Background: an optimization exercise with open tools, aiming at small area, a short achievable clock period and few clock cycles. Do not read the settings as production practice.
In this exercise RTL edits were held to simulation tests only and were not proved equivalent to the original.
Power figures rest on the tool's default switching activity, not on a simulated workload.

cedar:
==> flow/design.v <==
package cdq_pkg;
  localparam int CAPACITY = 16;
  localparam int CAP_W    = (CAPACITY > 1) ? $clog2(CAPACITY) : 1;
  localparam int CNT_W    = $clog2(CAPACITY + 1);
  localparam int VAL_W    = 32;
  localparam logic [2:0] CMD_PUSH_FRONT = 3'd0;
  localparam logic [2:0] CMD_PUSH_BACK  = 3'd1;
  localparam logic [2:0] CMD_POP_FRONT  = 3'd2;
  localparam logic [2:0] CMD_POP_BACK   = 3'd3;
  localparam logic [2:0] CMD_DELETE     = 3'd4;
  localparam logic [2:0] CMD_LIST       = 3'd5;
  localparam logic [1:0] ST_OK      = 2'd0;
  localparam logic [1:0] ST_FULL    = 2'd1;
  localparam logic [1:0] ST_EMPTY   = 2'd2;
  localparam logic [1:0] ST_MISSING = 2'd3;
endpackage
import cdq_pkg::*;
module cdq_cell
(
  input  logic             clk,
  input  logic             sel_l,
  input  logic             sel_r,
  input  logic             sel_b,
  input  logic [VAL_W-1:0] left_val,
  input  logic [VAL_W-1:0] right_val,
  input  logic [VAL_W-1:0] bus_val,
  input  logic [VAL_W-1:0] key,
  output logic [VAL_W-1:0] val,
  output logic             hit
);
  logic [VAL_W-1:0] val_r;
  logic             sel_h;
  assign sel_h = ~(sel_l | sel_r | sel_b);
  always_ff @(posedge clk) begin
    val_r <= ({VAL_W{sel_h}} & val_r)
           | ({VAL_W{sel_l}} & left_val)
           | ({VAL_W{sel_r}} & right_val)
           | ({VAL_W{sel_b}} & bus_val);
  end
  assign val = val_r;
  assign hit = (val_r == key);
endmodule
import cdq_pkg::*;
module circular_deque_with_value_delete_unit
(
  input  logic                    clk,
  input  logic                    rst_n,
  input  logic                    in_valid,
  output logic                    in_ready,
  input  logic [2:0]              in_command,
  input  logic signed [VAL_W-1:0] in_element_value,
  output logic                    out_valid,
  input  logic                    out_ready,
  output logic [1:0]              out_status,
  output logic signed [VAL_W-1:0] out_listed_value,
  output logic                    out_last_result
);
  localparam int N = CAPACITY;
  logic             in_ready_r;   
  logic             a_v;
  logic [2:0]       a_cmd;
  logic [VAL_W-1:0] a_val;
  logic             advance;      
  logic             in_ready_q;   
  logic             b_v;
  logic [2:0]       b_cmd;
  logic [VAL_W-1:0] b_val;
  logic [N-1:0]     b_hit;
  logic [N-1:0]     vld;
  logic [VAL_W-1:0] cell_val [N];
  logic [N-1:0]     cell_hit;
  logic [CAP_W-1:0] idx_r;
  logic             c_shl_r;      
  logic             c_pb_r;       
  logic             c_popf_r;     
  logic             c_lgo_r;      
  logic             c_del_r;      
  logic             c_lst_r;      
  logic [N-1:0]     at_cnt, at_cm1;
  logic             oh_v, ok_v;
  logic             oh_v_q;       
  logic [1:0]       oh_st, ok_st;
  logic [VAL_W-1:0] oh_val, ok_val;
  logic             oh_last, ok_last;
  logic accept, go, full, empty;
  logic [N-1:0] hv, mask;
  logic found, lst_last, produce, done;
  logic [N-1:0] sel_l, sel_r, sel_b;
  logic [VAL_W-1:0] bus;
  logic bus_hit;
  logic [1:0]       res_st;
  logic [VAL_W-1:0] res_val;
  logic             res_last;
  logic [N:0]       vld_ext;
  assign accept  = in_valid && in_ready_r;
  assign advance = a_v && (!b_v || done);
  assign go      = b_v && !ok_v;
  assign full    = vld[N-1];
  assign empty   = !vld[0];
  logic [N-1:0] pf1, pf2, pf3;
  assign hv    = b_hit & vld;
  assign pf1   = hv  | {hv[N-2:0],  1'b0};
  assign pf2   = pf1 | {pf1[N-3:0], 2'b0};
  assign pf3   = pf2 | {pf2[N-5:0], 4'b0};
  assign mask  = pf3 | {pf3[N-9:0], 8'b0};
  assign found = |hv;
  assign vld_ext  = {1'b0, vld};
  assign lst_last = !vld_ext[idx_r + 1];
  assign bus = c_lst_r ? cell_val[0] : b_val;
  for (genvar j = 0; j < N; j++) begin : g_sel
    assign at_cnt[j] = !vld[j] && ((j == 0) ? 1'b1 : vld[(j == 0) ? 0 : j-1]);
    assign at_cm1[j] = vld[j] && ((j == N - 1) ? 1'b1 : !vld[(j == N - 1) ? j : j+1]);
    assign sel_l[j] = (j == 0) ? 1'b0 : c_shl_r;
    assign sel_b[j] = (c_pb_r && at_cnt[j]) || (c_lgo_r && at_cm1[j])
                    || ((j == 0) && c_shl_r);
    assign sel_r[j] = (j == N - 1) ? 1'b0
                    : (c_popf_r || (c_lgo_r && !at_cm1[j]) || (c_del_r && mask[j]));
  end
  for (genvar i = 0; i < N; i++) begin : g_cell
    logic [VAL_W-1:0] left_v;
    logic [VAL_W-1:0] right_v;
    if (i == 0) begin : g_first
      assign left_v = bus;
    end else begin : g_mid_l
      assign left_v = cell_val[i-1];
    end
    if (i == N - 1) begin : g_last
      assign right_v = cell_val[i];
    end else begin : g_mid_r
      assign right_v = cell_val[i+1];
    end
    cdq_cell u_cell (
      .clk       (clk),
      .sel_l     (sel_l[i]),
      .sel_r     (sel_r[i]),
      .sel_b     (sel_b[i]),
      .left_val  (left_v),
      .right_val (right_v),
      .bus_val   (bus),
      .key       (a_val),
      .val       (cell_val[i]),
      .hit       (cell_hit[i])
    );
  end
  logic [N-1:0] hit_nxt;
  assign bus_hit = c_lst_r ? cell_hit[0] : (b_val == a_val);
  for (genvar j = 0; j < N; j++) begin : g_hit
    logic hl, hr;
    assign hl = (j == 0) ? bus_hit : cell_hit[(j == 0) ? 0 : j-1];
    assign hr = (j == N - 1) ? cell_hit[j] : cell_hit[(j == N - 1) ? j : j+1];
    assign hit_nxt[j] = (!(sel_l[j] || sel_r[j] || sel_b[j]) && cell_hit[j])
                      || (sel_l[j] && hl) || (sel_r[j] && hr) || (sel_b[j] && bus_hit);
  end
  logic inc, dec;
  always_comb begin
    res_st   = ST_OK;
    res_val  = '0;
    res_last = 1'b1;
    produce  = go;
    done     = go;
    inc      = 1'b0;
    dec      = 1'b0;
    case (b_cmd)
      CMD_PUSH_FRONT, CMD_PUSH_BACK: begin
        if (full) res_st = ST_FULL;
        else      inc    = go;
      end
      CMD_POP_FRONT, CMD_POP_BACK: begin
        if (empty) res_st = ST_EMPTY;
        else       dec    = go;
      end
      CMD_DELETE: begin
        if (!found) res_st = ST_MISSING;
        else        dec    = go;
      end
      CMD_LIST: begin
        if (empty) begin
          res_st = ST_EMPTY;
        end else begin
          res_val  = cell_val[0];
          res_last = lst_last;
          done     = go && lst_last;
        end
      end
      default: produce = 1'b0;
    endcase
  end
  logic [N-1:0]     vld_nxt;
  logic             a_v_nxt, b_v_nxt;
  logic [2:0]       b_cmd_nxt;
  logic [CAP_W-1:0] idx_nxt;
  logic             pop, oh_v_nxt, ok_v_nxt, go_nxt, in_ready_nxt;
  logic [N:0]       vld_nxt_ext;
  logic             full_n, empty_n;
  assign vld_nxt = inc ? {vld[N-2:0], 1'b1} : (dec ? {1'b0, vld[N-1:1]} : vld);
  assign pop         = oh_v && out_ready;
  assign a_v_nxt     = accept || (a_v && !advance);
  assign b_v_nxt     = advance || (b_v && !done);
  assign b_cmd_nxt   = advance ? a_cmd : b_cmd;
  assign idx_nxt     = advance ? '0 : ((go && b_cmd == CMD_LIST) ? idx_r + 1'b1 : idx_r);
  assign oh_v_nxt    = ok_v || produce || (oh_v && !pop);
  assign ok_v_nxt    = ok_v ? !pop : (produce && oh_v && !pop);
  assign go_nxt      = b_v_nxt && !ok_v_nxt;
  assign in_ready_nxt = !a_v_nxt || !b_v_nxt || (!ok_v_nxt && (b_cmd_nxt != CMD_LIST
                        || empty_n || !vld_nxt_ext[idx_nxt + 1]));
  assign vld_nxt_ext = {1'b0, vld_nxt};
  assign full_n      = vld_nxt[N-1];
  assign empty_n     = !vld_nxt[0];
  always_ff @(posedge clk) begin
    if (!rst_n) begin
      b_v        <= 1'b0;
      in_ready_r <= 1'b1;
      a_v        <= 1'b0;
      vld        <= '0;
      idx_r      <= '0;
      oh_v       <= 1'b0;
      ok_v       <= 1'b0;
      c_shl_r    <= 1'b0;
      c_pb_r     <= 1'b0;
      c_popf_r   <= 1'b0;
      c_lgo_r    <= 1'b0;
      c_del_r    <= 1'b0;
      c_lst_r    <= 1'b0;
    end else begin
      a_v        <= a_v_nxt;
      b_v        <= b_v_nxt;
      in_ready_r <= in_ready_nxt;
      vld        <= vld_nxt;
      idx_r      <= idx_nxt;
      oh_v       <= oh_v_nxt;
      ok_v       <= ok_v_nxt;
      c_shl_r    <= go_nxt && (b_cmd_nxt == CMD_PUSH_FRONT) && !full_n;
      c_pb_r     <= go_nxt && (b_cmd_nxt == CMD_PUSH_BACK) && !full_n;
      c_popf_r   <= go_nxt && (b_cmd_nxt == CMD_POP_FRONT) && !empty_n;
      c_lgo_r    <= go_nxt && (b_cmd_nxt == CMD_LIST) && !empty_n;
      c_del_r    <= go_nxt && (b_cmd_nxt == CMD_DELETE);
      c_lst_r    <= (b_cmd_nxt == CMD_LIST);
    end
  end
  always_ff @(posedge clk) begin
    if (in_ready_r) begin
      a_cmd <= in_command;
      a_val <= in_element_value;
    end
    if (advance) begin
      b_cmd <= a_cmd;
      b_val <= a_val;
      b_hit <= hit_nxt;
    end
  end
  always_ff @(posedge clk) begin
    in_ready_q <= in_ready_nxt || !rst_n;
    oh_v_q     <= oh_v_nxt && rst_n;
  end
  logic oh_from_k, oh_from_res, oh_hold;
  assign oh_from_k   = ok_v && pop;
  assign oh_from_res = !ok_v && produce && (!oh_v || pop);
  assign oh_hold     = !(oh_from_k || oh_from_res);
  always_ff @(posedge clk) begin
    oh_st   <= ({2{oh_hold}} & oh_st) | ({2{oh_from_k}} & ok_st)
             | ({2{oh_from_res}} & res_st);
    oh_val  <= ({VAL_W{oh_hold}} & oh_val) | ({VAL_W{oh_from_k}} & ok_val)
             | ({VAL_W{oh_from_res}} & res_val);
    oh_last <= (oh_hold & oh_last) | (oh_from_k & ok_last) | (oh_from_res & res_last);
  end
  always_ff @(posedge clk) begin
    if (produce && oh_v && !pop) begin
      ok_st   <= res_st;
      ok_val  <= res_val;
      ok_last <= res_last;
    end
  end
  assign in_ready         = in_ready_q;
  assign out_valid        = oh_v_q;
  assign out_status       = oh_st;
  assign out_listed_value = oh_val;
  assign out_last_result  = oh_last;
endmodule
==> flow/config.mk <==
export PLATFORM = sky130hd
export DESIGN_NAME = circular_deque_with_value_delete_unit
export DESIGN_NICKNAME = circular_deque_with_value_delete_unit
export VERILOG_FILES = /design/flow/design.v
export SDC_FILE = /design/flow/constraint.sdc
export NUM_CORES = 4
export LEC_CHECK = 0
export CAP_MARGIN = 20
export CORE_MARGIN = 2
export CORE_UTILIZATION = 50
export CTS_BUF_LIST = sky130_fd_sc_hd__clkbuf_16
export CTS_CLUSTER_DIAMETER = 60
export CTS_CLUSTER_SIZE = 30
export PLACE_DENSITY = 0.65
export SETUP_SLACK_MARGIN = 5
export SLEW_MARGIN = 20
==> flow/constraint.sdc <==
create_clock -name core_clock -period 9.0 [get_ports {clk}]
set_input_delay 1.8000 -clock core_clock [delete_from_list [all_inputs] [get_ports {clk}]]
set_output_delay 1.8000 -clock core_clock [all_outputs]
set_load 0.01 [all_outputs]
standard.sh (not shown) runs the stock make flow with config.mk's settings and CLKGATE_MAP_FILE= SYNTH_SCRIPT=/design/flow/synth_recipe.tcl, a recipe that flattens the netlist after the stock synthesis.
==> flow/flow/run.sh <==
#!/bin/bash
set -euo pipefail
bash standard.sh finish SETUP_SLACK_MARGIN=6.3 \
  "BUFFER_PORTS_ARGS=-buffer_cell sky130_fd_sc_hd__buf_4" > standard_finish.log 2>&1
Finished, but not clean: cedar, with capacitance limit, slew limit.
Testbench counts of cedar, summed over its fixed seeds: cycles 10,355.
> inputs changed (cedar -> birch)
--- a/flow/design.v
+++ b/flow/design.v
@@ -57,10 +57,6 @@
 );
   localparam int N = CAPACITY;
   logic             in_ready_r;   
-  logic             a_v;
-  logic [2:0]       a_cmd;
-  logic [VAL_W-1:0] a_val;
-  logic             advance;      
   logic             in_ready_q;   
   logic             b_v;
   logic [2:0]       b_cmd;
@@ -93,7 +89,6 @@
   logic             res_last;
   logic [N:0]       vld_ext;
   assign accept  = in_valid && in_ready_r;
-  assign advance = a_v && (!b_v || done);
   assign go      = b_v && !ok_v;
   assign full    = vld[N-1];
   assign empty   = !vld[0];
@@ -137,13 +132,13 @@
       .left_val  (left_v),
       .right_val (right_v),
       .bus_val   (bus),
-      .key       (a_val),
+      .key       (in_element_value),
       .val       (cell_val[i]),
       .hit       (cell_hit[i])
     );
   end
   logic [N-1:0] hit_nxt;
-  assign bus_hit = c_lst_r ? cell_hit[0] : (b_val == a_val);
+  assign bus_hit = c_lst_r ? cell_hit[0] : (b_val == in_element_value);
   for (genvar j = 0; j < N; j++) begin : g_hit
     logic hl, hr;
     assign hl = (j == 0) ? bus_hit : cell_hit[(j == 0) ? 0 : j-1];
@@ -186,7 +181,7 @@
     endcase
   end
   logic [N-1:0]     vld_nxt;
-  logic             a_v_nxt, b_v_nxt;
+  logic             b_v_nxt;
   logic [2:0]       b_cmd_nxt;
   logic [CAP_W-1:0] idx_nxt;
   logic             pop, oh_v_nxt, ok_v_nxt, go_nxt, in_ready_nxt;
@@ -194,14 +189,13 @@
   logic             full_n, empty_n;
   assign vld_nxt = inc ? {vld[N-2:0], 1'b1} : (dec ? {1'b0, vld[N-1:1]} : vld);
   assign pop         = oh_v && out_ready;
-  assign a_v_nxt     = accept || (a_v && !advance);
-  assign b_v_nxt     = advance || (b_v && !done);
-  assign b_cmd_nxt   = advance ? a_cmd : b_cmd;
-  assign idx_nxt     = advance ? '0 : ((go && b_cmd == CMD_LIST) ? idx_r + 1'b1 : idx_r);
+  assign b_v_nxt     = accept || (b_v && !done);
+  assign b_cmd_nxt   = accept ? in_command : b_cmd;
+  assign idx_nxt     = accept ? '0 : ((go && b_cmd == CMD_LIST) ? idx_r + 1'b1 : idx_r);
   assign oh_v_nxt    = ok_v || produce || (oh_v && !pop);
   assign ok_v_nxt    = ok_v ? !pop : (produce && oh_v && !pop);
   assign go_nxt      = b_v_nxt && !ok_v_nxt;
-  assign in_ready_nxt = !a_v_nxt || !b_v_nxt || (!ok_v_nxt && (b_cmd_nxt != CMD_LIST
+  assign in_ready_nxt = !b_v_nxt || (!ok_v_nxt && (b_cmd_nxt != CMD_LIST
                         || empty_n || !vld_nxt_ext[idx_nxt + 1]));
   assign vld_nxt_ext = {1'b0, vld_nxt};
   assign full_n      = vld_nxt[N-1];
@@ -210,7 +204,6 @@
     if (!rst_n) begin
       b_v        <= 1'b0;
       in_ready_r <= 1'b1;
-      a_v        <= 1'b0;
       vld        <= '0;
       idx_r      <= '0;
       oh_v       <= 1'b0;
@@ -222,7 +215,6 @@
       c_del_r    <= 1'b0;
       c_lst_r    <= 1'b0;
     end else begin
-      a_v        <= a_v_nxt;
       b_v        <= b_v_nxt;
       in_ready_r <= in_ready_nxt;
       vld        <= vld_nxt;
@@ -239,12 +231,8 @@
   end
   always_ff @(posedge clk) begin
     if (in_ready_r) begin
-      a_cmd <= in_command;
-      a_val <= in_element_value;
-    end
-    if (advance) begin
-      b_cmd <= a_cmd;
-      b_val <= a_val;
+      b_cmd <= in_command;
+      b_val <= in_element_value;
       b_hit <= hit_nxt;
     end
   end
==> comparison <==
- cedar: flow complete, layout not clean; failing: capacitance limit, slew limit
- birch completed end to end with timing, DRC and antenna clean.
- Per the comparison of birch with cedar, number of instances on the worst hold path dropped 1, share of power burned in registers shows an increase of 0.3 points, least setup slack across all paths after layout has increased, cell area decreased by about 1.5% relative to the old numbers.
- a_val[14] as the startpoint of the most critical setup path was reported by cedar, and in_element_value[5] by birch.
- Between birch and cedar, it is birch whose met2 routing resource usage after global routing is higher, by 1.6 points.
Testbench counts of birch, summed over its fixed seeds: cycles 10,347.

## static timing again, ports no longer ideal
How much do the figures lean on ideal ports? The routed layouts below were timed once more, with nothing changed but the port constraints. Step 1 assumes that a clkbuf_16 drives the clock port and a buf_2 every other input. Step 2 adds t to the input delays and takes it off the output delays; t is the mean of the earliest and latest rising clock arrival at the registers after step 1. Input paths then give back, and output paths get back, about the clock's delay inside the block. Three values: no drivers, after step 1, after step 2; two values: the first two.
| run | t (ns) | setup slack, ns | latest minus earliest clock arrival (ns) | worst slew at a driven data input, ns | pins driven straight from the clock port |
|---|---|---|---|---|---|
| cedar | 0.721 | 5.762 / 5.762 / 5.762 | 0.050 / 0.050 | 0.05 | 1 |
| birch | 0.694 | 5.858 / 5.855 / 5.161 | 0.038 / 0.038 | 0.13 | 1 |
The setup slack of birch, which loses most, moves by -0.003 ns with the drivers and by -0.697 ns with both steps.
